From an optimization exercise on the open Yosys and OpenROAD flow, aimed at small area; shortcuts taken in it are not production practice. The RTL was checked by simulation tests, not by an equivalence proof against the original design. No driver is modelled on the clock port, so clocking that relies on it looks cheaper here than on a real chip.

Setup of run 4:
==> module spiMemorySlave, before the edit <==
module spiMemorySlave
#(
    parameter int waitTime = 3
) (
    input  logic clk,
    input  logic arstN,
    input  logic sclk,
    input  logic csN,
    input  logic mosi,
    output logic miso,
    output logic misoOe
);
    localparam logic [2:0] stIdle      = 3'd0;
    localparam logic [2:0] stGetAddr   = 3'd1;
    localparam logic [2:0] stReadShift = 3'd2;
    localparam logic [2:0] stWrShift   = 3'd3;
    localparam logic [2:0] stWaitCs    = 3'd4;
    logic csClean;
    logic sclkRise;
    logic sclkFall;
    logic mosiClean;
    inputConditioner #(
        .waitTime  (waitTime),
        .resetLevel(1'b1)
    ) csCond (
        .clk        (clk),
        .arstN      (arstN),
        .noisy      (csN),
        .conditioned(csClean),
        .risingEdge (),
        .fallingEdge()
    );
    inputConditioner #(
        .waitTime  (waitTime),
        .resetLevel(1'b0)
    ) sclkCond (
        .clk        (clk),
        .arstN      (arstN),
        .noisy      (sclk),
        .conditioned(),
        .risingEdge (sclkRise),
        .fallingEdge(sclkFall)
    );
    inputConditioner #(
        .waitTime  (waitTime),
        .resetLevel(1'b0)
    ) mosiCond (
        .clk        (clk),
        .arstN      (arstN),
        .noisy      (mosi),
        .conditioned(mosiClean),
        .risingEdge (),
        .fallingEdge()
    );
    logic [2:0] state;
    logic [2:0] bitCnt;
    logic       shiftEn;
    logic       lastBit;
    assign shiftEn = sclkRise &&
                     ((state == stGetAddr) || (state == stWrShift) || (state == stReadShift));
    assign lastBit = shiftEn && (bitCnt == 3'd7);
    logic [6:0] addr;
    logic [7:0] dataReg;
    logic [2:0] wAddrHi;
    logic       wPending;
    logic [4:0]    phase;
    logic          clearing;
    logic [1023:0] mem;
    logic [1023:0] memNext;
    logic [3:0]    ins;
    logic [7:0]    insData;
    logic          wIns;
    logic [6:0]    wAddr;
    logic          eq3;
    logic          eq4;
    always_ff @(posedge clk or negedge arstN) begin
        if (!arstN) begin
            state    <= stIdle;
            wPending <= 1'b0;
        end else begin
            if (wIns) begin
                wPending <= 1'b0;
            end
            if (csClean) begin
                state <= stIdle;
            end else begin
                case (state)
                    stIdle: begin
                        state <= stGetAddr;
                    end
                    stGetAddr: begin
                        if (lastBit) begin
                            state <= mosiClean ? stReadShift : stWrShift;
                        end
                    end
                    stReadShift: begin
                        if (lastBit) begin
                            state <= stWaitCs;
                        end
                    end
                    stWrShift: begin
                        if (lastBit) begin
                            state    <= stWaitCs;
                            wPending <= 1'b1;
                        end
                    end
                    stWaitCs: begin
                        state <= stWaitCs;
                    end
                    default: begin
                        state <= stIdle;
                    end
                endcase
            end
        end
    end
    always_ff @(posedge clk) begin
        if (csClean || (state == stIdle)) begin
            bitCnt <= '0;
        end else if (shiftEn) begin
            bitCnt <= bitCnt + 1'b1;
        end
    end
    always_ff @(posedge clk) begin
        for (int i = 0; i < 7; i++) begin
            if (shiftEn && (state == stGetAddr) && (bitCnt == 3'(6 - i))) begin
                addr[i] <= mosiClean;
            end
        end
        if (lastBit && (state == stWrShift)) begin
            wAddrHi <= addr[6:4];
        end
    end
    always_ff @(posedge clk or negedge arstN) begin
        if (!arstN) begin
            phase    <= '0;
            clearing <= 1'b1;
        end else begin
            phase <= phase + 1'b1;
            if (phase == 5'd31) begin
                clearing <= 1'b0;
            end
        end
    end
    assign wAddr   = {wAddrHi, addr[3:0]};
    assign eq3     = (phase[2:0] == addr[2:0]);
    assign eq4     = eq3 && (phase[3] == addr[3]);
    assign wIns    = wPending && eq4 && (phase[4] == wAddrHi[0]);
    assign insData = dataReg;
    for (genvar r = 0; r < 4; r++) begin : gRing
        assign ins[r] = clearing || (wIns && (wAddr[6:5] == 2'(r)));
        assign memNext[(r*32)*8 +: 8] = ins[r] ? insData : mem[(r*32+31)*8 +: 8];
        for (genvar k = 1; k < 32; k++) begin : gSlot
            assign memNext[(r*32+k)*8 +: 8] = mem[(r*32+k-1)*8 +: 8];
        end
    end
    always_ff @(posedge clk) begin
        mem <= memNext;
    end
    logic [15:0] tap7;
    logic [7:0]  tap6;
    logic [7:0]  tap5;
    logic [19:0] tapLow;
    logic [1:0]  sel7;
    logic        sel65;
    logic        rdEn;
    for (genvar r = 0; r < 4; r++) begin : gTap
        for (genvar j = 0; j < 4; j++) begin : gT7
            assign tap7[r*4+j] = mem[(r*32+8*j+7)*8 + 7];
        end
        for (genvar j = 0; j < 2; j++) begin : gT65
            assign tap6[r*2+j] = mem[(r*32+16*j+15)*8 + 6];
            assign tap5[r*2+j] = mem[(r*32+16*j+15)*8 + 5];
        end
        for (genvar b = 0; b < 5; b++) begin : gTL
            assign tapLow[b*4+r] = mem[(r*32+31)*8 + b];
        end
    end
    assign sel7  = phase[4:3] - addr[4:3] - 2'd1;
    assign sel65 = ~(phase[4] ^ addr[4]);
    assign rdEn = ((state == stGetAddr) && (bitCnt == 3'd7)) || (state == stReadShift);
    always_ff @(posedge clk or negedge arstN) begin
        if (!arstN) begin
            dataReg <= '0;
        end else if (shiftEn && (state == stWrShift)) begin
            dataReg <= {dataReg[6:0], mosiClean};
        end else if (rdEn) begin
            if (eq3) begin
                dataReg[7] <= tap7[{addr[6:5], sel7}];
            end
            if (eq4) begin
                dataReg[6] <= tap6[{addr[6:5], sel65}];
                dataReg[5] <= tap5[{addr[6:5], sel65}];
            end
            if (eq4 && (phase[4] == addr[4])) begin
                for (int b = 0; b < 5; b++) begin
                    dataReg[b] <= tapLow[b*4 + addr[6:5]];
                end
            end
        end
    end
    always_ff @(posedge clk or negedge arstN) begin
        if (!arstN) begin
            miso   <= 1'b0;
            misoOe <= 1'b0;
        end else if (csClean) begin
            miso   <= 1'b0;
            misoOe <= 1'b0;
        end else if (sclkFall) begin
            if (state == stReadShift) begin
                miso   <= dataReg[~bitCnt];
                misoOe <= 1'b1;
            end else begin
                miso   <= 1'b0;
                misoOe <= 1'b0;
            end
        end
    end
endmodule
Settings: LEC_CHECK=0, CAP_MARGIN=20, CORE_MARGIN=2, CORE_UTILIZATION=40, SLEW_MARGIN=20; clock period 8.0 ns.
standard.sh (not shown) runs the stock make flow with config.mk's settings and CLKGATE_MAP_FILE= SYNTH_SCRIPT=/design/flow/synth_recipe.tcl, a recipe that flattens the netlist after the stock synthesis.
==> flow/flow/run.sh <==
#!/bin/bash
# standard layout, with the clock tree built without dummy loads
set -euo pipefail
export CTS_ARGS="-sink_clustering_enable -repair_clock_nets -dont_use_dummy_load -buf_list sky130_fd_sc_hd__clkbuf_16 -sink_clustering_size 36 -sink_clustering_max_diameter 80"
bash standard.sh > standard_make.log 2>&1
--- input diff run 4..run 3 ---
diff --git a/flow/design.v b/flow/design.v
--- a/flow/design.v
+++ b/flow/design.v
@@ -160,8 +160,10 @@
             end
         end
     end
-    always_ff @(posedge clk) begin
-        if (csClean || (state == stIdle)) begin
+    always_ff @(posedge clk or negedge arstN) begin
+        if (!arstN) begin
+            bitCnt <= '0;
+        end else if (csClean || (state == stIdle)) begin
             bitCnt <= '0;
         end else if (shiftEn) begin
             bitCnt <= bitCnt + 1'b1;
==> comparison <==
- Compared run 4 against run 3; count of mapped cells out of synthesis within noise.
- Share of the core filled with cells in the final layout ended up 0.50 points lower on run 3 than on run 4.
- Run 3 vs run 4 on detailed-placement wirelength estimate: run 3 is the higher one.
- Lower arrival time at the worst endpoint among run 4 and run 3: run 4
- Of run 3 and run 4, it is run 3 that has the higher area after synthesis.
- Run 4 and run 3 ended up with roughly the same area of all sequential standard cells.

-- static timing again, ports no longer ideal --
How much do the figures lean on ideal ports? The routed layouts below were timed once more, with nothing changed but the port constraints.
Step 1 assumes that a clkbuf_16 drives the clock port and a buf_2 every other input.
Step 2, shift: input delay + t, output delay - t, t = (earliest + latest rising clock arrival at the registers) / 2. This alone moves slack from input paths to output paths.
Three values: no drivers, after step 1, after step 2; two values: the first two.
run | shift t [ns] | slack for setup (ns) | worst setup path at the end | latest minus earliest clock arrival (ns) | worst data-port slew with drivers (ns)
run 4 | 0.602 | 4.926 / 4.871 / 5.473 | register to output | 0.082 / 0.082 | 0.03
run 3 | 0.611 | 4.882 / 4.825 / 5.436 | register to output | 0.095 / 0.094 | 0.03
After both steps setup and hold are still met in every run listed.
